Context: an optimization exercise on an open-source flow, tuned for small area and a short achievable clock period. The choices shown serve that exercise and are no tape-out recipe.
No functional check of the RTL was part of any run shown here.
Power is estimated from default activity; no workload was simulated.

**design/flow/run.sh**
```bash
#!/bin/bash
# synth_recipe.tcl (not shown) runs the flow's synth.tcl, then flattens the netlist and writes it again
# the make line also repeats each setting of config.mk as NAME=value (left out here)
make -C /OpenROAD-flow-scripts/flow DESIGN_CONFIG=/design/flow/config.mk WORK_HOME=/design/flow/orfs CLKGATE_MAP_FILE= SYNTH_SCRIPT=/design/flow/synth_recipe.tcl finish
```
**design/flow/design.v**
```verilog
`default_nettype none
package invaders_pkg;
    typedef logic [9:0] coord_t;
    typedef struct packed {
        coord_t x;
        coord_t y;
    } pos_t;
    typedef struct packed {
        logic       game_over;
        logic       game_win;
        logic [1:0] lives;
    } status_t;
    localparam int SCREEN_WIDTH  = 640;
    localparam int SCREEN_HEIGHT = 480;
    localparam int   ALIEN_W         = 16;
    localparam int   ALIEN_H         = 16;
    localparam int   ALIEN_H_SPACING = 60;
    localparam int   ALIEN_V_SPACING = 45;
    localparam pos_t ALIEN_START     = {10'd50, 10'd50};
    localparam int   ALIEN_STEP      = 2;
    localparam int   ALIEN_DROP      = 20;
    localparam int     SHIP_W       = 16;
    localparam int     SHIP_H       = 30;
    localparam coord_t SHIP_Y       = 10'd440;
    localparam coord_t SHIP_START_X = 10'd320;
    localparam int     ROCKET_W     = 7;
    localparam int     ROCKET_H     = 3;
    localparam int     ROCKET_SPEED = 2;
    localparam int     LASER_W      = 7;
    localparam int     LASER_H      = 3;
    localparam int     LASER_SPEED  = 1;
    localparam logic [5:0]  EXPLOSION_TICKS = 6'd35;
    localparam logic [1:0]  START_LIVES     = 2'd3;
    localparam logic [7:0]  POINTS_PER_KILL = 8'd10;
    localparam logic [7:0]  START_PERIOD    = 8'd8;
    localparam logic [15:0] LFSR_SEED       = 16'hACE1;
    localparam logic [2:0] REG_CONTROL    = 3'd0;
    localparam logic [2:0] REG_STATUS     = 3'd1;
    localparam logic [2:0] REG_SCORE      = 3'd2;
    localparam logic [2:0] REG_HIGH_SCORE = 3'd3;
    localparam logic [2:0] REG_SHIP_X     = 3'd4;
    localparam logic [2:0] REG_ALIVE      = 3'd5;
endpackage
`default_nettype wire
`timescale 1ns/1ps
`default_nettype none
module invaders_top #(
    parameter int ALIEN_COLS = 6,
    parameter int ALIEN_ROWS = 3
) (
    input  wire logic        clk,
    input  wire logic        reset,
    input  wire logic        frame_tick,
    input  wire logic        fire,
    input  wire logic        left,
    input  wire logic        right,
    input  wire logic        wb_cyc,
    input  wire logic        wb_stb,
    input  wire logic        wb_we,
    input  wire logic [2:0]  wb_adr,
    input  wire logic [31:0] wb_dat_w,
    output logic [31:0]      wb_dat_r,
    output logic             wb_ack
);
    localparam logic [5:0] EXP_START = 6'd1;     
    localparam logic [5:0] EXP_DONE  = 6'd11;    
    function automatic logic ge_c(input logic [9:0] a, input logic [9:0] k);
        ge_c = 1'b1;
        for (int i = 0; i < 10; i++)
            ge_c = k[i] ? (a[i] && ge_c) : (a[i] || ge_c);
    endfunction
    function automatic logic le_c(input logic [9:0] a, input logic [9:0] k);
        le_c = 1'b1;
        for (int i = 0; i < 10; i++)
            le_c = k[i] ? (!a[i] || le_c) : (!a[i] && le_c);
    endfunction
    function automatic logic [9:0] add(input logic [9:0] a, input logic [9:0] b, input logic cin);
        logic [9:0] g, p, gg, pp, gn, pn;
        g  = a & b;
        p  = a ^ b;
        gg = g;
        pp = p;
        gg[0] = g[0] | (p[0] & cin);
        for (int d = 1; d < 10; d = d * 2) begin
            gn = gg;
            pn = pp;
            for (int i = d; i < 10; i++) begin
                gn[i] = gg[i] | (pp[i] & gg[i-d]);
                pn[i] = pp[i] & pp[i-d];
            end
            gg = gn;
            pp = pn;
        end
        add[0] = p[0] ^ cin;
        for (int i = 1; i < 10; i++) add[i] = p[i] ^ gg[i-1];
    endfunction
    function automatic logic [9:0] add3(input logic [9:0] a, input logic [9:0] b, input logic [9:0] c);
        logic [9:0] s, m;
        s = a ^ b ^ c;
        m = (a & b) | (a & c) | (b & c);
        add3 = add(s, {m[8:0], 1'b0}, 1'b0);
    endfunction
    function automatic logic [9:0] incdec(input logic [9:0] x, input logic dec);
        for (int i = 0; i < 10; i++)
            incdec[i] = x[i] ^ (dec ? ~|(x & ((10'd1 << i) - 10'd1)) : &(x | ~((10'd1 << i) - 10'd1)));
    endfunction
    function automatic logic [7:0] score_of(input logic [2:0] q, input logic [1:0] r);
        score_of = 8'd0;
        for (int i = 0; i < 32; i++)
            if ({q, r} == 5'(i)) score_of = 8'((i / 4) * 30 + (i % 4) * 10);
    endfunction
    logic        run, restart;
    logic [17:0] dat;
    logic        game_over, game_win;
    logic [1:0]  lives;
    logic [2:0]  kq, hq;         
    logic [1:0]  kr, hr;         
    logic        dir_right;
    logic [2:0]  count;
    logic [8:0]  fx;             
    logic [6:0]  fy;             
    logic [17:0] alive;
    logic [9:0]  ship_x;
    logic [5:0]  explode;
    logic        ra;             
    logic [9:0]  drx;            
    logic [8:0]  dry;            
    logic        la;             
    logic [8:0]  lx;             
    logic [8:0]  ly;
    logic [15:0] lfsr;
    logic [2:0]  scol;
    logic [1:0]  srow;
    logic req, step;
    assign req  = wb_cyc && wb_stb && !wb_ack;
    assign step = frame_tick && run && !game_over && !game_win;
    logic [2:0]  sel_q;
    logic [1:0]  sel_r;
    logic [17:0] read_data;
    assign sel_q = wb_adr[0] ? hq : kq;
    assign sel_r = wb_adr[0] ? hr : kr;
    always_comb begin
        case (wb_adr)
            3'd0:    read_data = {17'b0, run};
            3'd1:    read_data = {14'b0, game_over, game_win, lives};
            3'd2,
            3'd3:    read_data = {10'b0, score_of(sel_q, sel_r)};
            3'd4:    read_data = {8'b0, ship_x};
            3'd5:    read_data = alive;
            default: read_data = '0;
        endcase
    end
    always_ff @(posedge clk) dat <= read_data;
    assign wb_dat_r = {14'b0, dat};
    always_ff @(posedge clk or posedge reset) begin
        if (reset) begin
            run     <= 1'b0;
            wb_ack  <= 1'b0;
            restart <= 1'b0;
        end else begin
            wb_ack  <= req;
            restart <= 1'b0;
            if (req && wb_we && wb_adr == 3'd0) begin
                run     <= wb_dat_w[0];
                restart <= wb_dat_w[1];
            end
        end
    end
    logic [5:0] col_live;
    logic [2:0] row_live;
    always_comb begin
        for (int c = 0; c < 6; c++)
            col_live[c] = alive[c] | alive[6+c] | alive[12+c];
        for (int r = 0; r < 3; r++)
            row_live[r] = |alive[r*6 +: 6];
    end
    logic hit_right, hit_left, hit_edge;
    always_comb begin
        hit_right = 1'b0;
        hit_left  = 1'b0;
        for (int c = 0; c < 6; c++) begin
            if (col_live[c] && fx == 9'(312 - 30*c)) hit_right = 1'b1;
            if (col_live[c] && fx == 9'(512 - 30*c)) hit_left  = 1'b1;
        end
    end
    assign hit_edge = dir_right ? hit_right : hit_left;
    logic bottom_reached;
    assign bottom_reached = (row_live[2] && ge_c(10'(fy), 10'd71))
                         || (row_live[1] && ge_c(10'(fy), 10'd82))
                         || (row_live[0] && ge_c(10'(fy), 10'd93));
    logic move;
    assign move = ({1'b0, count} + {1'b0, kq}) >= 4'd7;
    logic fmove, fdrop;
    assign fmove = step && move && !hit_edge;    
    assign fdrop = step && move && hit_edge;     
    logic [5:0]  col_hit;
    logic [2:0]  row_hit;
    logic [17:0] hit_vec;
    logic        kill;
    always_comb begin
        for (int c = 0; c < 6; c++)
            col_hit[c] = (c == 0) ? (ge_c(drx, 10'd1014) || le_c(drx, 10'd11))
                                  : (ge_c(drx, 10'(60*c - 10)) && le_c(drx, 10'(60*c + 11)));
        row_hit[0] = le_c({1'b0, dry}, 10'd8);
        row_hit[1] = ge_c({1'b0, dry}, 10'd22) && le_c({1'b0, dry}, 10'd30);
        row_hit[2] = ge_c({1'b0, dry}, 10'd45) && le_c({1'b0, dry}, 10'd53);
        for (int r = 0; r < 3; r++)
            for (int c = 0; c < 6; c++)
                hit_vec[r*6+c] = alive[r*6+c] && col_hit[c] && row_hit[r];
    end
    assign kill = step && ra && (|hit_vec);
    logic       r_top;
    always_comb begin
        logic [8:0] a, b;
        a = dry;
        b = {1'b0, fy, 1'b0};
        r_top = 1'b1;
        for (int i = 0; i < 9; i++)
            if ((a[i] ^ b[i]) != ((i == 0) ? 1'b0 : (a[i-1] | b[i-1]))) r_top = 1'b0;
    end
    logic [9:0] rx_a, rx_b, rx_k, drx_n;
    logic [9:0] ry_a, ry_k, dry_n;
    always_comb begin
        rx_a = ra ? drx : ship_x;
        rx_b = ra ? 10'd0 : ~{fx, 1'b0};
        rx_k = {9'd0, !ra};
        if (fmove) rx_k = dir_right ? rx_k - 10'd2 : rx_k + 10'd2;
        drx_n = add3(rx_a, rx_b, rx_k);
        ry_a = {1'b0, ra ? dry : ~{1'b0, fy, 1'b0}};
        ry_k = ra ? 10'(-1) : 10'd219;
        if (fdrop) ry_k = ry_k - 10'd10;
        dry_n = add(ry_a, ry_k, 1'b0);
    end
    logic       can_shoot;
    logic [2:0] col_alive;
    always_comb begin
        for (int r = 0; r < 3; r++) col_alive[r] = alive[r*6 + int'(scol)];
        case (srow)
            2'd0:    can_shoot = col_alive[0] && !col_alive[1] && !col_alive[2];
            2'd1:    can_shoot = col_alive[1] && !col_alive[2];
            default: can_shoot = col_alive[2];
        endcase
    end
    logic [9:0] sx_k, sy_k, shoot_x, shoot_y;
    always_comb begin
        sx_k = 10'(30 * int'(scol));
        sy_k = 10'(45 * int'(srow) + 18);
    end
    assign shoot_x = add({1'b0, fx}, sx_k, 1'b0);
    assign shoot_y = add({1'b0, fy, 2'b00}, sy_k, 1'b0);
    logic [9:0] dxl;
    logic       overlap, ship_hit;
    assign dxl      = add({lx, 1'b0}, ~ship_x, 1'b1);
    assign overlap  = (ge_c(dxl, 10'd1014) || le_c(dxl, 10'd11))
                   && ge_c({1'b0, ly}, 10'd438) && le_c({1'b0, ly}, 10'd469);
    assign ship_hit = step && la && overlap;
    always_ff @(posedge clk or posedge reset) begin
        if (reset) begin
            lfsr <= 16'hACE1;
        end else if (restart) begin
            lfsr <= 16'hACE1;
        end else begin
            lfsr <= {lfsr[14:0], lfsr[15] ^ lfsr[13] ^ lfsr[12] ^ lfsr[10]};
        end
    end
    always_ff @(posedge clk or posedge reset) begin
        if (reset) begin
            hq <= '0;
            hr <= '0;
        end else if ({kq, kr} > {hq, hr}) begin
            hq <= kq;
            hr <= kr;
        end
    end
    always_ff @(posedge clk or posedge reset) begin
        if (reset) begin
            game_over <= 1'b0;
            game_win  <= 1'b0;
            lives     <= 2'd3;
            kq        <= '0;
            kr        <= '0;
        end else if (restart) begin
            game_over <= 1'b0;
            game_win  <= 1'b0;
            lives     <= 2'd3;
            kq        <= '0;
            kr        <= '0;
        end else begin
            if (kill) begin
                if (kr == 2'd2) begin
                    kr <= 2'd0;
                    kq <= kq + 3'd1;
                end else begin
                    kr <= kr + 2'd1;
                end
            end
            if (ship_hit && lives != 2'd0) lives <= lives - 2'd1;
            if (lives == 2'd0 || bottom_reached) game_over <= 1'b1;
            if (alive == '0) game_win <= 1'b1;
        end
    end
    always_ff @(posedge clk or posedge reset) begin
        if (reset) begin
            fx        <= 9'd25;
            fy        <= 7'd12;
            dir_right <= 1'b1;
            count     <= '0;
            alive     <= '1;
        end else if (restart) begin
            fx        <= 9'd25;
            fy        <= 7'd12;
            dir_right <= 1'b1;
            count     <= '0;
            alive     <= '1;
        end else if (step) begin
            if (ra) alive <= alive & ~hit_vec;
            if (move) begin
                count <= '0;
                if (hit_edge) begin
                    dir_right <= !dir_right;
                    fy        <= 7'(add(10'(fy), 10'd5, 1'b0));
                end else begin
                    fx <= 9'(incdec(10'(fx), !dir_right));
                end
            end else begin
                count <= count + 3'd1;
            end
        end
    end
    logic       ship_r, ship_l;
    assign ship_r = right && !ge_c(ship_x, 10'd623);
    assign ship_l = !right && left && ge_c(ship_x, 10'd2);
    always_ff @(posedge clk or posedge reset) begin
        if (reset) begin
            ship_x  <= 10'd320;
            explode <= EXP_DONE;
            ra      <= 1'b0;
        end else if (restart) begin
            ship_x  <= 10'd320;
            explode <= EXP_DONE;
            ra      <= 1'b0;
        end else if (step) begin
            if (ship_r || ship_l) ship_x <= incdec(ship_x, ship_l);
            if (ship_hit) explode <= EXP_START;
            else if (explode != EXP_DONE) explode <= {explode[4:0], explode[5] ^ explode[4]};
            if (kill) ra <= 1'b0;
            else if (ra) begin
                if (r_top) ra <= 1'b0;
            end else if (fire && explode == EXP_DONE) ra <= 1'b1;
        end
    end
    always_ff @(posedge clk) begin
        if (step) begin
            drx <= drx_n;
            dry <= dry_n[8:0];
        end
    end
    always_ff @(posedge clk or posedge reset) begin
        if (reset) begin
            la   <= 1'b0;
            scol <= '0;
            srow <= '0;
        end else if (restart) begin
            la   <= 1'b0;
            scol <= '0;
            srow <= '0;
        end else if (step) begin
            if (ship_hit) la <= 1'b0;
            else if (la) begin
                if (ge_c({1'b0, ly}, 10'd477)) la <= 1'b0;
            end else begin
                if (can_shoot && lfsr[0]) la <= 1'b1;
                if (scol == 3'd5) begin
                    scol <= '0;
                    srow <= (srow == 2'd2) ? 2'd0 : srow + 2'd1;
                end else begin
                    scol <= scol + 3'd1;
                end
            end
        end
    end
    always_ff @(posedge clk) begin
        if (step) begin
            if (la) ly <= 9'(incdec({1'b0, ly}, 1'b0));
            else begin
                lx <= shoot_x[8:0];
                ly <= shoot_y[8:0];
            end
        end
    end
endmodule
`default_nettype wire
```
**design/flow/constraint.sdc**
```tcl
create_clock -name core_clock -period 6.0 [get_ports {clk}]
set_input_delay 1.2000 -clock core_clock [delete_from_list [all_inputs] [get_ports {clk}]]
set_output_delay 1.2000 -clock core_clock [all_outputs]
set_load 0.01 [all_outputs]
```
**design/flow/config.mk**
```make
export PLATFORM = sky130hd
export DESIGN_NAME = invaders_top
export DESIGN_NICKNAME = invaders_top
export VERILOG_FILES = /design/flow/design.v
export SDC_FILE = /design/flow/constraint.sdc
export NUM_CORES = 4
export LEC_CHECK = 0
export CAP_MARGIN = 20
export CORE_MARGIN = 2
export CORE_UTILIZATION = 40
export SETUP_SLACK_MARGIN = 3
export SLEW_MARGIN = 20
```
==> results.sh, run 1 <==
export IMPL_status="finished clean"
export IMPL_path_delay_family="adder cells"
export IMPL_seq_area_sq_mm=0.00387
export IMPL_grt_pass1_wl_um=44300
export IMPL_finClkSkew_ps=13.5
export IMPL_synth_edf_count=36
export IMPL_crit_chain="nor3_1 -> or4_4 -> a21oi_2 -> o211ai_1 -> mux4_2 -> nand3_4 -> inv_4 -> fa_1 -> inv_2 -> fa_2 -> inv_2 -> a21o_1 -> a21oi_2 -> o21bai_1 -> a21oi_2 -> o21ai_1 -> xnor2_1 -> xnor2_1"
export IMPL_root_buffer="clkbuf_16"
export IMPL_yosysWarnings=1
export IMPL_netlist_area_sq_mm=0.0105
export IMPL_worst_slack_ps=1820
export IMPL_postSynthCellCount=1142
export IMPL_wl_met1_um=12300
export IMPL_dieArea_sq_mm=0.0276
export IMPL_vias=8701
export IMPL_boundaryPins=77
export IMPL_met2_length_um=13000
export IMPL_cts_hold_fix_buffers=0
export IMPL_synth_seq_area_share_pct=36.5
export IMPL_ys_seq_elements=148
export IMPL_setup_violations=0
export IMPL_async_flop_share_pct=63.5
export IMPL_min_path_type="flop to flop"
export IMPL_finalCritPeriodShare_pct=69.7
export IMPL_hpwl_um=19000
export IMPL_path_clk_slew_ps=80
export IMPL_grt_pass1_vias=8346
export IMPL_cap_violations=0
export IMPL_crit_path_end_kind="flop"
export IMPL_max_freq_mhz=239
export IMPL_rsz0062_at_grt="true"
export IMPL_die_w_um=166
export IMPL_drt_wl_total_um=27400
export IMPL_crit_fanout=3
export IMPL_crit_required_ps=6180
export IMPL_diodes=0
export IMPL_place_area_sq_mm=0.0112
export IMPL_synth_ff_type="dfrtp_1"
export IMPL_place_gp_congestion=0.895
export IMPL_cp_slowest_cell="mux4_2"
export IMPL_multi_input_area_sq_mm=0.00649
export IMPL_die_y_um=166
export IMPL_placed_cells=1469
export IMPL_slew_headroom_pct=35.6
export IMPL_portBuffers=32
export IMPL_core_area_sq_mm=0.0259
export IMPL_dp_slack_ps=1010
export IMPL_drtPass1Iterations=5
export IMPL_drc=0
export IMPL_reg2reg_slack_ps=1820
export IMPL_area_delta_synth_final_pct=21.1
export IMPL_cts_tree="built"
export IMPL_antenna_found_initial=0
export IMPL_power_density_mw_per_mm2=411
export IMPL_cts_htree_levels=4
export IMPL_post_route_cell_area_sq_mm=0.0127
export IMPL_final_nets=1351
export IMPL_final_cells=1567
export IMPL_cp_arrival_ps=4360
export IMPL_crit_path_start_kind="flop"
export IMPL_final_layout_size_suffix_gt1_share_pct=22.2
export IMPL_insertion_delay_ps=440
export IMPL_fin_hold_ws_ps=434
export IMPL_synth_area_per_cell_sq_um=9.21
export IMPL_antenna_left=0
export IMPL_cts_buffers=17
export IMPL_overflow=0
export IMPL_peakVddDrop_mv=0.251
export IMPL_p_leak_nw=5.34
export IMPL_rows=59
export IMPL_start_util_pct=40.6
export IMPL_fin_crit_ps=4180
export IMPL_path_class="flop to flop"
export IMPL_cpPeakStageDelay_ps=560
export IMPL_grt_start_max_net_pins=94
export IMPL_avgRoutedWirePerCell_um=17.5
export IMPL_finalHoldViolCount=0
export IMPL_cpMostUsedCell="a21oi_2"
export IMPL_routed_via_density=5.55
export IMPL_worstMarginPinSlew_ps=967
export IMPL_final_cell_mix="nand2_1, inv_1, nor2_1, ha_1, buf_4"
export IMPL_slew_viol_final=0
export IMPL_nFillCells=2393
export IMPL_mostFrequentLayoutCell="nand2_1"
export IMPL_drt_iter0_markers=673
export IMPL_route_met3_wl_um=1370
export IMPL_fin_setup_tns_ps=0
export IMPL_clock_sinks=148
export IMPL_grt_usage_pct=19.9
export IMPL_maxUsedRoutingLayer="met4"
export IMPL_critPathBufInv=3
export IMPL_ys_types=84
export IMPL_cts_buffer_depth=2
==> what timing repair did <==
action	4_1_cts	5_1_grt
gates resized for setup	78	31
setup endpoints to repair	71	39
buffers inserted	49	14
gates cloned	2	1
pin swaps	31	24
==> layout make-up <==
class	count	share of cell area, %
multi-input combinational	854	51.0
sequential	148	30.4
timing repair buffer	106	7.87
clock buffer	17	3.34
tap	335	3.29
inverter	91	2.89
clock inverter	15	1.18
timing repair inverter	1	0.0688
==> power breakdown <==
group / total (mW) / switching, mW / leakage (nW) / internal (mW)
registers: 1.72 / 0.307 / 1.56 / 1.41
clock network: 1.06 / 0.502 / 0.282 / 0.555
logic: 2.46 / 1.25 / 3.50 / 1.21
==> worst register-to-register path: cells and delay by family, from the launching register on <==
family                     cells  cell delay [ps]
xor gates and xnor gates       2              230
DFF                            1              550
buffers and inverters          3              160
and+or+nand+nor                3              620
muxes                          1              560
AOI/OAI and AO/OA              7              890
adders and majority gates      2              920
==> cells in the mapped netlist, types with 4 or more instances <==
cell type,count,area (sq um)
nand2_1,87,327
inv_1,86,323
nor2_1,82,308
ha_1,71,888
a21oi_1,70,350
xnor2_1,56,490
dfrtp_1,55,1380
o21ai_0,52,260
dfstp_2,39,1020
clkbuf_1,37,139
edfxtp_1,36,1080
nor3_1,32,160
mux2i_1,31,310
nand3_1,29,145
nand2b_1,26,163
nor2b_1,26,163
a21o_1,23,173
and3_1,20,125
dfxtp_1,18,360
fa_1,17,340
xor2_1,16,140
or2_2,15,93.8
buf_4,14,105
nor4_1,13,81.3
nand4_1,10,62.6
o21bai_1,10,75.1
o22ai_1,10,62.6
a31oi_1,9,56.3
mux2_2,8,90.1
o31ai_1,8,60.1
or3_1,8,50.1
a22oi_1,7,52.6
mux4_2,7,158
o2111ai_1,7,61.3
or4_1,7,52.6
a211oi_1,6,45.0
buf_2,6,30.0
o21a_1,6,45.0
a22o_1,4,35.0
buf_1,4,15.0
inv_2,4,15.0
o211ai_1,4,30.0
o311ai_0,4,35.0
==> state kept, by name (all words and copies together), names as in the netlist, 3 cells and up <==
name and flops:
alive 18, count 3, dat 18, drx 9
dry 9, explode 6, fx 9, fy 7
hq 3, kq 3, lfsr 16, lx 9
ly 9, scol 3, ship_x 10
==> logic make-up after synthesis <==
logic type | after synthesis | synth area share (%)
AOI/OAI and AO/OA | 256 | 15.8
xor gates and xnor gates | 72 | 6.00
adders and majority gates | 88 | 11.7
buffers and inverters | 153 | 6.10
DFF | 148 | 36.5
muxes | 48 | 5.52
other | 1 | 0.0357
and+or+nand+nor | 376 | 18.3
==> metrics by stage <==
step,util [%],power [mW]
final,49.1,5.23
after global routing,49.1,5.61
after CTS,48.1,5.08
after detailed placement,43.2,3.74
after global placement,43.2,3.70
after floorplan,-,3.28
==> final timing paths <==
kind                                      startpoint                  to  cells after the start
worst min register to register     lfsr[9]$_DFF_PP0_  lfsr[10]$_DFF_PP1_                      1
worst min-delay path               lfsr[9]$_DFF_PP0_  lfsr[10]$_DFF_PP1_                      1
max in group asynchronous                      reset   fx[5]$_DFFE_PP0P_                      3
worst max-delay path            alive[9]$_DFFE_PP1P_    drx[9]$_DFFE_PP_                     18
worst max register to register  alive[9]$_DFFE_PP1P_    drx[9]$_DFFE_PP_                     18
min in group asynchronous                      reset   lfsr[9]$_DFF_PP0_                      2
==> routing by layer <==
layer  vias to the layer above  track usage [%]
met5                         -                0
met1                      4221             26.7
met2                       251             33.3
met4                         0             6.16
met3                        48             2.88
li1                       4181                -
==> run 2, diff against run 1 <==
--- a/design/flow/design.v
+++ b/design/flow/design.v
@@ -136,7 +136,6 @@
     assign step = frame_tick && run && !game_over && !game_win;
-    logic [2:0]  sel_q;
-    logic [1:0]  sel_r;
+    logic [7:0]  score, high_score;
     logic [17:0] read_data;
-    assign sel_q = wb_adr[0] ? hq : kq;
-    assign sel_r = wb_adr[0] ? hr : kr;
+    assign score      = score_of(kq, kr);
+    assign high_score = score_of(hq, hr);
     always_comb begin
@@ -145,4 +144,4 @@
             3'd1:    read_data = {14'b0, game_over, game_win, lives};
-            3'd2,
-            3'd3:    read_data = {10'b0, score_of(sel_q, sel_r)};
+            3'd2:    read_data = {10'b0, score};
+            3'd3:    read_data = {10'b0, high_score};
             3'd4:    read_data = {8'b0, ship_x};
@@ -193,4 +192,4 @@
     logic fmove, fdrop;
-    assign fmove = step && move && !hit_edge;    
-    assign fdrop = step && move && hit_edge;     
+    assign fmove = move && !hit_edge;            
+    assign fdrop = move && hit_edge;             
     logic [5:0]  col_hit;
@@ -210,3 +209,3 @@
     end
-    assign kill = step && ra && (|hit_vec);
+    assign kill = ra && (|hit_vec);              
     logic       r_top;
@@ -255,3 +254,3 @@
                    && ge_c({1'b0, ly}, 10'd438) && le_c({1'b0, ly}, 10'd469);
-    assign ship_hit = step && la && overlap;
+    assign ship_hit = la && overlap;             
     always_ff @(posedge clk or posedge reset) begin
@@ -288,3 +287,3 @@
         end else begin
-            if (kill) begin
+            if (step && kill) begin
                 if (kr == 2'd2) begin
@@ -296,3 +295,3 @@
             end
-            if (ship_hit && lives != 2'd0) lives <= lives - 2'd1;
+            if (step && ship_hit && lives != 2'd0) lives <= lives - 2'd1;
             if (lives == 2'd0 || bottom_reached) game_over <= 1'b1;
==> run 2 against run 1 <==
Die area grew 4.3%. Combinational power fell by 53%. Sequential share of layout area down 0.63 points. Critical path depth grew 1. Clock skew fell by 0.51 ps. Largest cell class unchanged. Largest power group is now sequential cells. Highest routed layer unchanged.
==> results.sh, run 2 <==
export IMPL_status="finished clean"
export IMPL_crit_path_end_kind="flop"
export IMPL_ys_types=84
export IMPL_reg2reg_from="fx[1]$_DFFE_PP0P_"
export IMPL_finish_utilization_pct=48.2
export IMPL_antenna_left=0
export IMPL_drt_wl_total_um=29300
export IMPL_slew_viol_final=0
export IMPL_diodes=0
export IMPL_fin_crit_ps=4020
export IMPL_worstMarginPinSlew_ps=850
export IMPL_area_delta_synth_final_pct=18.4
export IMPL_crit_path_start_kind="flop"
export IMPL_max_freq_mhz=249
export IMPL_p_leak_nw=5.41
export IMPL_worst_slack_ps=1980
export IMPL_synth_top_cell_by_area="dfrtp_1"
export IMPL_final_nets=1413
export IMPL_ys_seq_elements=148
export IMPL_async_flop_share_pct=63.5
export IMPL_critPathBufInv=4
export IMPL_synth_most_common_cell="inv_1"
export IMPL_drtPass1Iterations=6
export IMPL_grt_usage_pct=20.5
export IMPL_dieArea_sq_mm=0.0288
export IMPL_path_clk_slew_ps=70
export IMPL_clock_sinks=148
export IMPL_cts_buffers=17
export IMPL_final_layout_size_suffix_gt1_share_pct=20.8
export IMPL_netlist_top_cells_area="dfrtp_1, edfxtp_1, dfstp_2, ha_1, xnor2_1"
export IMPL_synth_edf_count=36
export IMPL_cpPeakStageDelay_ps=530
export IMPL_finClkSkew_ps=13.0
export IMPL_cap_violations=0
export IMPL_netlist_area_sq_mm=0.0110
export IMPL_synth_seq_area_share_pct=35.0
export IMPL_fin_hold_ws_ps=429
export IMPL_die_y_um=170
export IMPL_crit_required_ps=6200
export IMPL_setup_worst_path_start="fx[1]$_DFFE_PP0P_"
export IMPL_synth_area_per_cell_sq_um=9.03
export IMPL_vias=9134
export IMPL_slew_headroom_pct=43.3
export IMPL_hpwl_um=19600
export IMPL_routed_via_density=5.60
export IMPL_path_delay_family="compound AO/OA/AOI/OAI gates"
export IMPL_portBuffers=32
export IMPL_final_cell_mix="inv_1, nand2_1, nor2_1, a21oi_1, buf_4"
export IMPL_synth_top_area_share_pct=12.5
export IMPL_root_buffer="clkbuf_16"
export IMPL_rows=60
export IMPL_crit_chain="buf_4 -> or4_4 -> a2111oi_4 -> o31ai_1 -> o21bai_4 -> nand2_2 -> fa_1 -> inv_1 -> ha_2 -> inv_2 -> fa_2 -> inv_2 -> a21oi_2 -> o21ai_2 -> a21o_1 -> nand2_2 -> a21oi_4 -> xnor2_2 -> xnor2_1"
export IMPL_drc=0
export IMPL_insertion_delay_ps=440
export IMPL_peakVddDrop_mv=0.294
export IMPL_overflow=0
export IMPL_postSynthCellCount=1216
export IMPL_cts_tree="built"
export IMPL_setup_violations=0
export IMPL_core_area_sq_mm=0.0270
export IMPL_rsz0062_at_grt="true"
export IMPL_dp_slack_ps=1440
export IMPL_path_class="flop to flop"
export IMPL_met2_usage_pct=32.8
export IMPL_synth_top_cells_by_count="inv_1, nand2_1, nor2_1"
export IMPL_die_w_um=170
export IMPL_crit_fanout=4
export IMPL_place_gp_congestion=0.891
export IMPL_grt_pass1_vias=8883
export IMPL_finalHoldViolCount=0
export IMPL_avgRoutedWirePerCell_um=18.0
export IMPL_grt_pass1_wl_um=47000
export IMPL_cts_htree_levels=4
export IMPL_grt_start_max_net_pins=76
export IMPL_grt_busiest_layer="met2"
export IMPL_drt_iter0_markers=860
export IMPL_boundaryPins=77
export IMPL_grt_use_met3_pct=4.17
export IMPL_met1_usage_pct=27.5
export IMPL_min_from="lfsr[14]$_DFF_PP0_"
export IMPL_top_regs="alive (18), dat (18), lfsr (16)"
export IMPL_cts_buffer_depth=2
export IMPL_finalCritPeriodShare_pct=67.0
export IMPL_min_path_type="flop to flop"
export IMPL_cp_arrival_ps=4220
export IMPL_start_util_pct=40.7
export IMPL_antenna_found_initial=0
export IMPL_power_density_mw_per_mm2=276
export IMPL_yosysWarnings=1
export IMPL_synth_ff_type="dfrtp_1"
export IMPL_fin_setup_tns_ps=0
export IMPL_cp_slowest_cell="or4_4"
## run 2: changes by cell type in the layout (fill, tap and decap cells not counted), sizes merged, moves of 5 or more
cell    previous run  this run
a21o              23        30
a21oi             70        80
mux2              10         3
nand3             30        37
o211ai             4        12
o21ai             55        60
or3                8        15
xor2              16        25
## run 2: cell families after synthesis
family / after synthesis / share of synthesized area [%]
other: 1 / 0.0342
flip-flops: 148 / 35.0
AO/OA/AOI/OAI: 278 / 16.5
multiplexers: 38 / 4.18
AND/OR/NAND/NOR: 407 / 19.6
XOR/XNOR: 82 / 6.54
adder cells (fa/ha/maj): 92 / 11.6
buffers and inverters: 170 / 6.52
## run 2: timing repair
item	4_1_cts	5_1_grt
pin swaps	28	36
buffers inserted	39	21
setup endpoints to repair	73	49
gates cloned	1	1
hold buffers	0	0
gates resized for setup	42	54
## run 2: where the power goes
part           internal [mW]  switching, mW
logic                  0.562          0.585
registers               1.25          0.149
clock network          0.564          0.474
total                   2.38           1.21
## run 2: worst paths after layout
path,cells after the start,slack (ps),to
setup / recovery,19,1980,drx[9]$_DFFE_PP_
hold / removal,1,430,lfsr[15]$_DFF_PP1_
setup reg to reg,19,1980,drx[9]$_DFFE_PP_
hold reg to reg,1,430,lfsr[15]$_DFF_PP1_
max in group asynchronous,4,3600,scol[0]$_DFFE_PP0P_
min in group asynchronous,3,1290,ship_x[5]$_DFFE_PP0P_
## run 2: worst register-to-register path, cell delays in order, from the launching register on
cell       delay, ps
dfrtp_2          420
buf_4            150
or4_4            530
a2111oi_4        300
o31ai_1          110
o21bai_4         210
nand2_2           90
fa_1             400
inv_1             70
ha_2             180
inv_2             40
fa_2             390
inv_2             60
a21oi_2           50
o21ai_2          160
a21o_1           150
nand2_2           70
a21oi_4          170
xnor2_2          100
xnor2_1          120
## run 2: final cells by class
class	instances	area, sq um
Sequential cell	148	3860
Clock inverter	13	110
Tap cell	341	427
Multi-Input combinational cell	912	6880
Clock buffer	19	453
Fill cell	2525	14000
Inverter	97	383
Timing Repair Buffer	101	880
Timing Repair inverter	1	5.00
## run 2: layer usage
layer  wire length, um  part of all wire (%)
met3              1460                   5.0
met5                 0                     0
met1             13200                    45
met2             13800                    47
met4               775                   2.6
## run 2: through the flow
stage               power [mW]  cells  instance area [sq um]
floorplan                 2.10   1229                  11100
global placement          2.31   1538                  11500
detailed placement        2.33   1538                  11500
CTS                       3.47   1610                  12500
global route              3.80   1632                  13000
finish                    3.58   1632                  13000
==> run 3, diff against run 2 <==
--- a/design/flow/config.mk
+++ b/design/flow/config.mk
@@ -10,3 +10,3 @@
 export CORE_UTILIZATION = 40
-export SETUP_SLACK_MARGIN = 3
+export SETUP_SLACK_MARGIN = 4
 export SLEW_MARGIN = 20
==> run 3 against run 2 <==
Combinational power up 27%. Fmax decreased by 1.7%. Setup slack got worse by 70 ps. Cell area is 17% higher. Critical endpoint is now drx[5]$_DFFE_PP_.
==> results.sh, run 3 <==
export IMPL_grt_pass1_vias=9615
export IMPL_synth_ff_type="dfrtp_1"
export IMPL_cts_htree_levels=4
export IMPL_setup_worst_path_start="fx[1]$_DFFE_PP0P_"
export IMPL_netlist_top_cells_area="dfrtp_1, edfxtp_1, dfstp_2, ha_1, xnor2_1"
export IMPL_clock_sinks=148
export IMPL_die_w_um=170
export IMPL_boundaryPins=77
export IMPL_cpPeakStageDelay_ps=500
export IMPL_synth_top_cells_by_count="inv_1, nand2_1, nor2_1"
export IMPL_worstMarginPinSlew_ps=980
export IMPL_synth_seq_area_share_pct=35.0
export IMPL_crit_chain="or3_4 -> or4b_1 -> a21boi_1 -> o31ai_1 -> o21bai_4 -> nand3_4 -> buf_4 -> buf_8 -> fa_1 -> inv_2 -> ha_4 -> a21oi_2 -> o21ai_2 -> buf_4 -> buf_4 -> buf_4 -> buf_4 -> buf_4 -> xor2_1"
export IMPL_power_density_mw_per_mm2=263
export IMPL_p_leak_nw=6.45
export IMPL_final_cell_mix="buf_4, nand2_1, nor2_1, inv_1, a21oi_1"
export IMPL_slew_headroom_pct=34.7
export IMPL_slew_viol_final=0
export IMPL_grt_start_max_net_pins=91
export IMPL_crit_path_end_kind="flop"
export IMPL_async_flop_share_pct=63.5
export IMPL_drt_wl_total_um=32700
export IMPL_hpwl_um=19900
export IMPL_die_y_um=170
export IMPL_portBuffers=32
export IMPL_synth_most_common_cell="inv_1"
export IMPL_core_area_sq_mm=0.0270
export IMPL_cts_tree="built"
export IMPL_finalCritPeriodShare_pct=68.2
export IMPL_critPathBufInv=8
export IMPL_grt_pass1_wl_um=51200
export IMPL_rows=60
export IMPL_cts_buffer_depth=2
export IMPL_avgRoutedWirePerCell_um=18.7
export IMPL_start_util_pct=40.7
export IMPL_cts_hold_fix_buffers=0
export IMPL_crit_path_start_kind="flop"
export IMPL_fin_setup_tns_ps=0
export IMPL_dieArea_sq_mm=0.0288
export IMPL_drtPass1Iterations=5
export IMPL_ys_seq_elements=148
export IMPL_final_layout_size_suffix_gt1_share_pct=41.0
export IMPL_peakVddDrop_mv=0.216
export IMPL_top_regs="alive (18), dat (18), lfsr (16)"
export IMPL_routed_via_density=5.65
export IMPL_final_nets=1533
export IMPL_finalHoldViolCount=0
export IMPL_postSynthCellCount=1216
export IMPL_cap_violations=0
export IMPL_cp_arrival_ps=4270
export IMPL_status="finished clean"
export IMPL_path_class="flop to flop"
export IMPL_yosysWarnings=1
export IMPL_netlist_area_sq_mm=0.0110
export IMPL_cp_slowest_cell="or4b_1"
export IMPL_nFillCells=2263
export IMPL_min_path_type="flop to flop"
export IMPL_area_delta_synth_final_pct=39.0
export IMPL_fin_crit_ps=4090
export IMPL_drt_iter0_markers=807
export IMPL_finClkSkew_ps=11.6
export IMPL_antenna_found_initial=0
export IMPL_antenna_left=0
export IMPL_grt_usage_pct=22.5
export IMPL_p_total_mw=4.02
export IMPL_root_buffer="clkbuf_16"
export IMPL_vias=9897
export IMPL_synth_area_per_cell_sq_um=9.03
export IMPL_synth_edf_count=36
export IMPL_place_gp_congestion=0.828
export IMPL_cts_buffers=17
export IMPL_synth_top_cell_by_area="dfrtp_1"
export IMPL_crit_fanout=4
export IMPL_overflow=0
export IMPL_path_delay_family="simple AND/OR/NAND/NOR gates"
export IMPL_cpMostUsedCell="buf_4"
export IMPL_reg2reg_from="fx[1]$_DFFE_PP0P_"
export IMPL_diodes=0
export IMPL_synth_top_area_share_pct=12.5
export IMPL_max_freq_mhz=245
export IMPL_crit_required_ps=6180
export IMPL_min_from="lfsr[4]$_DFF_PP0_"
export IMPL_path_clk_slew_ps=70
export IMPL_mostFrequentLayoutCell="buf_4"
export IMPL_rsz0062_at_grt="true"
export IMPL_drc=0
export IMPL_setup_violations=0
export IMPL_ys_types=84
export IMPL_insertion_delay_ps=440
## run 3: changes by cell type in the layout (fill, tap and decap cells not counted), moves of 12 or more
cell	delta
a21oi_1	-12
inv_1	-17
clkdlybuf4s50_1	-26
buf_2	+21
a21oi_2	+12
inv_2	+13
o21ai_0	-26
o21ai_1	+21
ha_4	+18
buf_4	+67
ha_1	-15
buf_6	+47
## run 3: cell families after synthesis
logic type               synth area share, %
other                                 0.0342
buffers and inverters                   6.52
flip-flops                              35.0
AO/OA/AOI/OAI                           16.5
adder cells (fa/ha/maj)                 11.6
multiplexers                            4.18
XOR/XNOR                                6.54
AND/OR/NAND/NOR                         19.6
## run 3: power by group
group	leakage [nW]	switching [mW]	total, mW	internal [mW]
logic	4.57	0.697	1.46	0.765
registers	1.57	0.156	1.41	1.25
clock network	0.311	0.503	1.15	0.644
total	6.45	1.36	4.02	2.66
## run 3: through the flow
step                      util [%]  cell area (sq um)  std cells  hold slack, ps  worst slack (ps)
after floorplan                  -              11800       1229             410              1860
after global placement        44.7              12100       1536             415              1490
after detailed placement      44.7              12100       1536             418              1440
after CTS                     53.8              14500       1719             440              2030
after global routing          56.6              15300       1752             465              1820
final                         56.6              15300       1752             435              1910
## run 3: final cells by class
cell class	count	area (sq um)	share of cell area [%]
multi-input combinational	913	7950	52.1
clock inverter	13	150	0.984
clock buffer	19	475	3.12
sequential	148	3890	25.5
tap	341	427	2.80
timing repair buffer	219	1940	12.7
timing repair inverter	2	17.5	0.115
inverter	97	412	2.70
## run 3: path summary, 6_finish.rpt
kind                                           to  slack (ps)  cells after the start
max                              drx[5]$_DFFE_PP_        1910                     19
min                             lfsr[5]$_DFF_PP1_         440                      1
max reg2reg                      drx[5]$_DFFE_PP_        1910                     19
min reg2reg                     lfsr[5]$_DFF_PP1_         440                      1
max in group asynchronous   ship_x[6]$_DFFE_PP1P_        4120                      3
min in group asynchronous  explode[2]$_DFFE_PP0P_        1120                      2
## run 3: routing by layer
metal / wire (um) / track usage, % / vias up / share of wire (%)
li1: - / - / 4664 / -
met1: 14600 / 29.9 / 4871 / 45
met2: 15700 / 37.1 / 289 / 48
met3: 1410 / 3.68 / 73 / 4.3
met4: 960 / 7.73 / 0 / 2.9
met5: 0 / 0 / - / 0
## run 3: what timing repair did
item,in CTS,in global routing
setup endpoints to repair,217,122
gates cloned,5,1
setup buffers,146,32
gates resized for setup,278,116
pin swaps,98,68
==> run 4, diff against run 3 <==
--- a/design/flow/design.v
+++ b/design/flow/design.v
@@ -107,5 +107,3 @@
     function automatic logic [7:0] score_of(input logic [2:0] q, input logic [1:0] r);
-        score_of = 8'd0;
-        for (int i = 0; i < 32; i++)
-            if ({q, r} == 5'(i)) score_of = 8'((i / 4) * 30 + (i % 4) * 10);
+        score_of = {q, 5'b0} - {4'b0, q, 1'b0} + {3'b0, r, 3'b0} + {5'b0, r, 1'b0};
     endfunction
@@ -122,2 +120,4 @@
     logic [17:0] alive;
+    logic [8:0]  fx_n;
+    logic        dir_n;
     logic [9:0]  ship_x;
@@ -128,3 +128,3 @@
     logic        la;             
-    logic [8:0]  lx;             
+    logic [9:0]  lo;             
     logic [8:0]  ly;
@@ -136,6 +136,5 @@
     assign step = frame_tick && run && !game_over && !game_win;
-    logic [7:0]  score, high_score;
+    logic [7:0]  score;
     logic [17:0] read_data;
-    assign score      = score_of(kq, kr);
-    assign high_score = score_of(hq, hr);
+    assign score = score_of(wb_adr[0] ? hq : kq, wb_adr[0] ? hr : kr);
     always_comb begin
@@ -144,4 +143,4 @@
             3'd1:    read_data = {14'b0, game_over, game_win, lives};
-            3'd2:    read_data = {10'b0, score};
-            3'd3:    read_data = {10'b0, high_score};
+            3'd2,
+            3'd3:    read_data = {10'b0, score};
             3'd4:    read_data = {8'b0, ship_x};
@@ -175,12 +174,5 @@
     end
-    logic hit_right, hit_left, hit_edge;
-    always_comb begin
-        hit_right = 1'b0;
-        hit_left  = 1'b0;
-        for (int c = 0; c < 6; c++) begin
-            if (col_live[c] && fx == 9'(312 - 30*c)) hit_right = 1'b1;
-            if (col_live[c] && fx == 9'(512 - 30*c)) hit_left  = 1'b1;
-        end
-    end
-    assign hit_edge = dir_right ? hit_right : hit_left;
+    logic [5:0] at_edge, at_edge_n;
+    logic       hit_edge;
+    assign hit_edge = |(col_live & at_edge);
     logic bottom_reached;
@@ -194,2 +186,11 @@
     assign fdrop = move && hit_edge;             
+    logic [8:0] fx_inc, fx_dec;
+    assign fx_inc = 9'(incdec(10'(fx), 1'b0));
+    assign fx_dec = 9'(incdec(10'(fx), 1'b1));
+    always_comb begin
+        fx_n  = fmove ? (dir_right ? fx_inc : fx_dec) : fx;
+        dir_n = dir_right ^ fdrop;
+        for (int c = 0; c < 6; c++)
+            at_edge_n[c] = dir_n ? (fx_n == 9'(312 - 30*c)) : (fx_n == 9'(512 - 30*c));
+    end
     logic [5:0]  col_hit;
@@ -244,6 +245,6 @@
     always_comb begin
-        sx_k = 10'(30 * int'(scol));
+        sx_k = 10'(60 * int'(scol) - 11);
         sy_k = 10'(45 * int'(srow) + 18);
     end
-    assign shoot_x = add({1'b0, fx}, sx_k, 1'b0);
+    assign shoot_x = add({fx, 1'b0}, sx_k, 1'b0);
     assign shoot_y = add({1'b0, fy, 2'b00}, sy_k, 1'b0);
@@ -251,4 +252,4 @@
     logic       overlap, ship_hit;
-    assign dxl      = add({lx, 1'b0}, ~ship_x, 1'b1);
-    assign overlap  = (ge_c(dxl, 10'd1014) || le_c(dxl, 10'd11))
+    assign dxl      = add(ship_x, ~lo, 1'b1);
+    assign overlap  = le_c(dxl, 10'd21)
                    && ge_c({1'b0, ly}, 10'd438) && le_c({1'b0, ly}, 10'd469);
@@ -305,2 +306,3 @@
             dir_right <= 1'b1;
+            at_edge   <= '0;
             count     <= '0;
@@ -311,2 +313,3 @@
             dir_right <= 1'b1;
+            at_edge   <= '0;
             count     <= '0;
@@ -315,10 +318,8 @@
             if (ra) alive <= alive & ~hit_vec;
+            fx        <= fx_n;
+            dir_right <= dir_n;
+            at_edge   <= at_edge_n;
             if (move) begin
                 count <= '0;
-                if (hit_edge) begin
-                    dir_right <= !dir_right;
-                    fy        <= 7'(add(10'(fy), 10'd5, 1'b0));
-                end else begin
-                    fx <= 9'(incdec(10'(fx), !dir_right));
-                end
+                if (hit_edge) fy <= 7'(add(10'(fy), 10'd5, 1'b0));
             end else begin
@@ -384,3 +385,3 @@
             else begin
-                lx <= shoot_x[8:0];
+                lo <= shoot_x;
                 ly <= shoot_y[8:0];
--- a/design/flow/config.mk
+++ b/design/flow/config.mk
@@ -10,3 +10,3 @@
 export CORE_UTILIZATION = 40
-export SETUP_SLACK_MARGIN = 4
+export SETUP_SLACK_MARGIN = 3
 export SLEW_MARGIN = 20
==> run 4 against run 3 <==
Critical path type unchanged. Highest routed layer unchanged. Clock power decreased by 5%. Area after synthesis decreased by 0.36%. Cell count decreased by 9.6%. Synthesized cell count decreased by 3.6%. Still clean.
==> results.sh, run 4 <==
export IMPL_status="finished clean"
export IMPL_final_cell_mix="nand2_1, nor2_1, inv_1, ha_1, xnor2_1"
export IMPL_crit_path_start_kind="flop"
export IMPL_netlist_top_cells_area="dfrtp_1, edfxtp_1, dfstp_2, ha_1, xnor2_1"
export IMPL_dp_slack_ps=1700
export IMPL_overflow=0
export IMPL_final_nets=1366
export IMPL_internal_power_mw=2.09
export IMPL_grt_pass1_vias=8327
export IMPL_synth_most_common_cell="nand2_1"
export IMPL_dieArea_sq_mm=0.0287
export IMPL_path_clk_slew_ps=70
export IMPL_top_regs="alive (18), dat (18), lfsr (16)"
export IMPL_finClkSkew_ps=8.13
export IMPL_drt_iter0_markers=628
export IMPL_worstMarginPinSlew_ps=925
export IMPL_p_clk_share_pct=37.6
export IMPL_mostFrequentLayoutCell="nand2_1"
export IMPL_ys_seq_elements=154
export IMPL_vias=8645
export IMPL_synth_top_cell_by_area="dfrtp_1"
export IMPL_core_area_sq_mm=0.0269
export IMPL_synth_simple_gate_area_share_pct=17.3
export IMPL_finalCritPeriodShare_pct=66.1
export IMPL_peakVddDrop_mv=0.200
export IMPL_postSynthCellCount=1172
export IMPL_final_cells=1583
export IMPL_synth_area_per_cell_sq_um=9.33
export IMPL_synth_compound_area_share_pct=15.7
export IMPL_grt_pass1_wl_um=44700
export IMPL_drc=0
export IMPL_diodes=0
export IMPL_synth_xor_area_share_pct=8.09
export IMPL_synth_top_area_share_pct=14.0
export IMPL_power_density_mw_per_mm2=222
export IMPL_cts_buffer_depth=2
export IMPL_cts_htree_levels=4
export IMPL_nFillCells=2493
export IMPL_antenna_left=0
export IMPL_p_sw_share_pct=27.7
export IMPL_synth_ff_type="dfrtp_1"
export IMPL_async_flop_share_pct=64.9
export IMPL_cap_violations=0
export IMPL_path_class="flop to flop"
export IMPL_placed_cells=1501
export IMPL_synth_adder_area_share_pct=11.6
export IMPL_netlist_area_sq_mm=0.0109
export IMPL_crit_path_end_kind="flop"
export IMPL_start_util_pct=40.7
export IMPL_yosysWarnings=1
export IMPL_finalHoldViolCount=0
export IMPL_cts_tree="built"
export IMPL_grt_start_max_net_pins=51
export IMPL_cp_arrival_ps=4150
export IMPL_clock_sinks=154
export IMPL_boundaryPins=77
export IMPL_slew_viol_final=0
export IMPL_synth_edf_count=36
export IMPL_synth_top_family_by_area="simple AND/OR/NAND/NOR gates"
export IMPL_cts_hold_fix_buffers=0
export IMPL_max_freq_mhz=252
export IMPL_crit_fanout=4
export IMPL_routed_via_density=5.46
export IMPL_place_area_sq_mm=0.0116
export IMPL_die_w_um=169
export IMPL_place_gp_congestion=0.880
export IMPL_synth_seq_area_share_pct=36.5
export IMPL_p_leak_nw=5.56
export IMPL_final_layout_size_suffix_gt1_share_pct=20.9
export IMPL_power_switching_mw=0.800
export IMPL_synth_top_cells_by_count="nand2_1, nor2_1, inv_1"
export IMPL_antenna_found_initial=0
export IMPL_grt_usage_pct=19.8
export IMPL_fin_crit_ps=3970
export IMPL_cts_buffers=17
export IMPL_rsz0062_at_grt="true"
export IMPL_slew_headroom_pct=37.8
export IMPL_rows=60
export IMPL_portBuffers=32
export IMPL_ys_types=84
export IMPL_drt_wl_total_um=28400
export IMPL_synth_mux_area_share_pct=4.85
export IMPL_fin_hold_ws_ps=427
export IMPL_worst_slack_ps=2030
export IMPL_comb_power_share_pct=16.2
export IMPL_avgRoutedWirePerCell_um=17.9
export IMPL_drtPass1Iterations=7
export IMPL_post_route_cell_area_sq_mm=0.0130
export IMPL_crit_required_ps=6180
export IMPL_area_delta_synth_final_pct=18.7
export IMPL_insertion_delay_ps=430
export IMPL_root_buffer="clkbuf_16"
export IMPL_setup_violations=0
export IMPL_die_y_um=169
export IMPL_pwr_share_seq_pct=46.2
export IMPL_fin_setup_tns_ps=0
export IMPL_hpwl_um=19900
export IMPL_min_path_type="flop to flop"
[run 4: cell count changes after synthesis, moves of 8 or more]
cell     previous run  this run
a21oi_1            80        54
nor4_1             16         8
nand3_1            37        18
inv_1              96        86
xor2_1             25        33
nand2_1            87       102
mux2_2              3        11
xnor2_1            57        68
o21ai_0            60        49
[run 4: final timing paths]
check | start | to | slack, ps | depth (start not counted)
max in group asynchronous | reset | count[0]$_DFFE_PP0N_ | 3900 | 3
setup reg to reg | kq[0]$_DFFE_PP0P_ | drx[9]$_DFFE_PP_ | 2030 | 18
hold reg to reg | lfsr[14]$_DFF_PP0_ | lfsr[15]$_DFF_PP1_ | 430 | 1
setup / recovery | kq[0]$_DFFE_PP0P_ | drx[9]$_DFFE_PP_ | 2030 | 18
min in group asynchronous | reset | ship_x[9]$_DFFE_PP0P_ | 1100 | 2
hold / removal | lfsr[14]$_DFF_PP0_ | lfsr[15]$_DFF_PP1_ | 430 | 1
[run 4: routing by layer]
metal  routed length, um  global-route usage [%]  part of all wire (%)  vias up
li1                    -                       -                     -     4214
met1               12900                    27.2                    46     4151
met4                 775                    7.02                   2.7        0
met2               13300                    31.9                    47      240
met5                   0                       0                     0        -
met3                1340                    3.03                   4.7       40
[run 4: per-stage QoR]
stage | util, % | total power [mW]
6_report | 48.3 | 2.89
5_1_grt | 48.3 | 3.02
4_1_cts | 46.7 | 2.89
3_5_place_dp | 43.0 | 1.79
3_3_place_gp | 43.0 | 1.78
2_1_floorplan | - | 1.65
[run 4: cells by family after synthesis]
logic type / Yosys count
AND/OR/NAND/NOR: 375
AO/OA/AOI/OAI: 248
buffers and inverters: 156
flip-flops: 154
XOR/XNOR: 101
adder cells (fa/ha/maj): 93
multiplexers: 44
other: 1
[run 4: final cells by class]
class | count | area [sq um] | area share, %
Inverter | 90 | 358 | 2.75
Multi-Input combinational cell | 875 | 6810 | 52.4
Timing Repair Buffer | 91 | 807 | 6.21
Clock buffer | 20 | 479 | 3.69
Tap cell | 341 | 427 | 3.28
Sequential cell | 154 | 4010 | 30.8
Clock inverter | 12 | 108 | 0.828
[run 4: power groups by stage]
stage	clock, mW	sequential, mW	combinational (mW)
4_1_cts	1.10	1.33	0.456
3_5_place_dp	0	1.35	0.440
2_1_floorplan	0	1.30	0.350
3_3_place_gp	0	1.35	0.430
6_report	1.09	1.33	0.466
5_1_grt	1.15	1.35	0.525
[run 4: timing repair]
item / CTS / global route
endpoints found under the setup margin: 73 / 41
pin swaps: 24 / 31
setup buffers: 20 / 30
gates cloned: 0 / 0
endpoints found under the hold margin: 0 / 0
resized for setup: 62 / 48
[run 4: worst max-delay path, cell delays in order (launching register included)]
cell and delay, ps:
dfrtp_2 450, ha_4 170, fa_2 560, a31oi_4 120
a211oi_4 380, inv_2 100, fa_2 470, inv_2 80
ha_4 130, inv_2 30, fa_2 340, nor2b_2 140
o21ai_2 80, a21boi_2 150, o21a_1 170, o21ai_1 70
nand2b_1 100, a21oi_2 60, xnor2_1 110
==> run 5, diff against run 4 <==
--- a/design/flow/config.mk
+++ b/design/flow/config.mk
@@ -10,3 +10,3 @@
 export CORE_UTILIZATION = 40
-export SETUP_SLACK_MARGIN = 3
+export SETUP_SLACK_MARGIN = 2
 export SLEW_MARGIN = 20
==> run 5 against run 4 <==
Still clean. Combinational power decreased by 6.9%. Clock skew rose by 7.4 ps. Core utilization fell by 3.0 points.
==> results.sh, run 5 <==
export IMPL_start_util_pct=40.7
export IMPL_synth_xor_area_share_pct=8.09
export IMPL_hpwl_um=19600
export IMPL_ys_seq_elements=154
export IMPL_cts_buffers=17
export IMPL_p_leak_nw=5.22
export IMPL_crit_path_end_kind="flop"
export IMPL_path_class="flop to flop"
export IMPL_worstMarginPinSlew_ps=857
export IMPL_root_buffer="clkbuf_16"
export IMPL_ys_types=84
export IMPL_async_flop_share_pct=64.9
export IMPL_setup_violations=0
export IMPL_status="finished clean"
export IMPL_cts_hold_fix_buffers=0
export IMPL_mostFrequentLayoutCell="nand2_1"
export IMPL_path_clk_slew_ps=70
export IMPL_dp_slack_ps=1470
export IMPL_vias=8408
export IMPL_boundaryPins=77
export IMPL_antenna_found_initial=0
export IMPL_finalCritPeriodShare_pct=67.3
export IMPL_netlist_top_cells_area="dfrtp_1, edfxtp_1, dfstp_2, ha_1, xnor2_1"
export IMPL_top_regs="alive (18), dat (18), lfsr (16)"
export IMPL_finClkSkew_ps=15.5
export IMPL_synth_top_cells_by_count="nand2_1, nor2_1, inv_1"
export IMPL_cap_violations=0
export IMPL_routed_via_density=5.46
export IMPL_synth_seq_area_share_pct=36.5
export IMPL_synth_top_area_share_pct=14.0
export IMPL_grt_usage_pct=19.4
export IMPL_synth_adder_area_share_pct=11.6
export IMPL_final_cell_mix="nand2_1, nor2_1, inv_1, ha_1, xnor2_1"
export IMPL_yosysWarnings=1
export IMPL_synth_edf_count=36
export IMPL_reg2reg_from="kq[0]$_DFFE_PP0P_"
export IMPL_synth_top_family_by_area="simple AND/OR/NAND/NOR gates"
export IMPL_crit_path_start_kind="flop"
export IMPL_slew_viol_final=0
export IMPL_drc=0
export IMPL_overflow=0
export IMPL_core_area_sq_mm=0.0269
export IMPL_synth_top_cell_by_area="dfrtp_1"
export IMPL_rsz0062_at_grt="true"
export IMPL_cts_tree="built"
export IMPL_netlist_area_sq_mm=0.0109
export IMPL_diodes=0
export IMPL_min_from="lfsr[14]$_DFF_PP0_"
export IMPL_synth_most_common_cell="nand2_1"
export IMPL_clock_sinks=154
export IMPL_post_route_cell_area_sq_mm=0.0122
export IMPL_avgRoutedWirePerCell_um=17.4
export IMPL_cts_htree_levels=4
export IMPL_postSynthCellCount=1172
export IMPL_final_layout_size_suffix_gt1_share_pct=12.5
export IMPL_setup_worst_path_start="kq[0]$_DFFE_PP0P_"
export IMPL_max_freq_mhz=248
export IMPL_synth_area_per_cell_sq_um=9.33
export IMPL_synth_mux_area_share_pct=4.85
export IMPL_grt_pass1_vias=7927
export IMPL_synth_simple_gate_area_share_pct=17.3
export IMPL_place_gp_congestion=0.884
export IMPL_placed_cells=1503
export IMPL_die_w_um=169
export IMPL_min_path_type="flop to flop"
export IMPL_fin_crit_ps=4040
export IMPL_synth_ff_type="dfrtp_1"
export IMPL_finalHoldViolCount=0
export IMPL_crit_required_ps=6170
export IMPL_grt_start_max_net_pins=59
export IMPL_synth_compound_area_share_pct=15.7
export IMPL_crit_fanout=11
export IMPL_worst_slack_ps=1960
export IMPL_antenna_left=0
export IMPL_grt_pass1_wl_um=43800
export IMPL_cts_buffer_depth=2
export IMPL_drtPass1Iterations=6
export IMPL_drt_iter0_markers=691
export IMPL_area_delta_synth_final_pct=11.3
export IMPL_rows=60
export IMPL_die_y_um=169
export IMPL_power_density_mw_per_mm2=230
export IMPL_portBuffers=32
export IMPL_dieArea_sq_mm=0.0287
export IMPL_drt_wl_total_um=26800
export IMPL_place_area_sq_mm=0.0115
export IMPL_final_nets=1324
export IMPL_insertion_delay_ps=430
export IMPL_cp_arrival_ps=4210
export IMPL_final_cells=1541
export IMPL_peakVddDrop_mv=0.194
export IMPL_slew_headroom_pct=42.4
export IMPL_fin_setup_tns_ps=0
run 5: final timing paths:
| kind | end | slack [ps] | depth (start not counted) |
|---|---|---|---|
| worst max-delay path | drx[9]$_DFFE_PP_ | 1960 | 17 |
| worst min-delay path | lfsr[15]$_DFF_PP1_ | 430 | 1 |
| worst max register to register | drx[9]$_DFFE_PP_ | 1960 | 17 |
| worst min register to register | lfsr[15]$_DFF_PP1_ | 430 | 1 |
| max in group asynchronous | scol[0]$_DFFE_PP0P_ | 3650 | 3 |
| min in group asynchronous | ship_x[7]$_DFFE_PP0P_ | 1260 | 2 |
run 5: final cells by class:
class	count	area, sq um
fillers	2536	14700
multi-input cells	875	6410
flip-flops and latches	154	4000
repair buffers	49	448
well taps	341	427
clock buffers	17	425
inverters	90	340
clock inverters	15	130
run 5: stage by stage:
stage	total power, mW	hold slack [ps]	util [%]
2_1_floorplan	1.65	410	-
3_3_place_gp	1.78	416	42.9
3_5_place_dp	1.78	415	42.9
4_1_cts	2.83	440	45.2
5_1_grt	2.95	452	45.3
6_report	2.81	433	45.3
run 5: kinds of logic after synthesis:
group | Yosys count
buf+inv | 156
xor+xnor | 101
fa+ha+maj | 93
flops | 154
simple gates | 375
mux | 44
other cells | 1
compound gates | 248
run 5: worst max-delay path, stage by stage (launching register included):
cell and delay, ps:
dfrtp_2 450, ha_4 180, fa_2 330, xor2_1 180, a31oi_2 150, a211oi_4 340, buf_4 200, nand2_8 100
fa_1 560, inv_1 40, ha_1 320, o21ai_1 120, a21boi_1 110, o21a_1 190, o21ai_1 160, nand2b_1 100
a21oi_2 150, xnor2_1 80
run 5: what timing repair did:
action,in CTS,in global routing
pin swaps,6,6
setup buffers,4,2
gates resized for setup,9,5
gates cloned,0,0
setup endpoints to repair,9,7
run 5: power by group:
group          total, mW  switching (mW)  internal (mW)  leakage (nW)
logic              0.434           0.215          0.219          3.26
registers           1.33           0.104           1.22          1.68
clock network       1.04           0.497          0.546         0.275
run 5: layer usage:
layer	part of all wire (%)	up-vias	routed length, um	track usage [%]
li1	-	4120	-	-
met1	48	4045	12800	27.8
met2	46	211	12300	30.2
met3	4.0	32	1080	2.73
met4	2.4	0	642	6.73
met5	0	-	0	0

## static timing again, ports no longer ideal
How much do the figures lean on ideal ports? The routed layouts below were timed once more, with nothing changed but the port constraints. Step 1 sets driving cells, clkbuf_16 on the clock port and buf_2 on the other inputs (assumed; they add their load-dependent delay and slew). Step 2, shift: input delay + t, output delay - t, t = (earliest + latest rising clock arrival at the registers) / 2. This alone moves slack from input paths to output paths. Three values: ideal, step 1, step 2; two values: the first two.
run | t (ns) | setup WS [ns] | worst setup path after step 2 | worst register clock-pin slew, ns
run 1 | 0.477 | 1.815 / 1.815 / 1.815 | register to register | 0.08 / 0.08
run 2 | 0.478 | 1.980 / 1.980 / 1.980 | register to register | 0.07 / 0.07
run 3 | 0.485 | 1.910 / 1.910 / 1.910 | register to register | 0.07 / 0.07
run 4 | 0.480 | 2.032 / 2.032 / 2.032 | register to register | 0.07 / 0.07
run 5 | 0.474 | 1.964 / 1.964 / 1.964 | register to register | 0.07 / 0.07
After both steps every run listed still meets setup and hold.
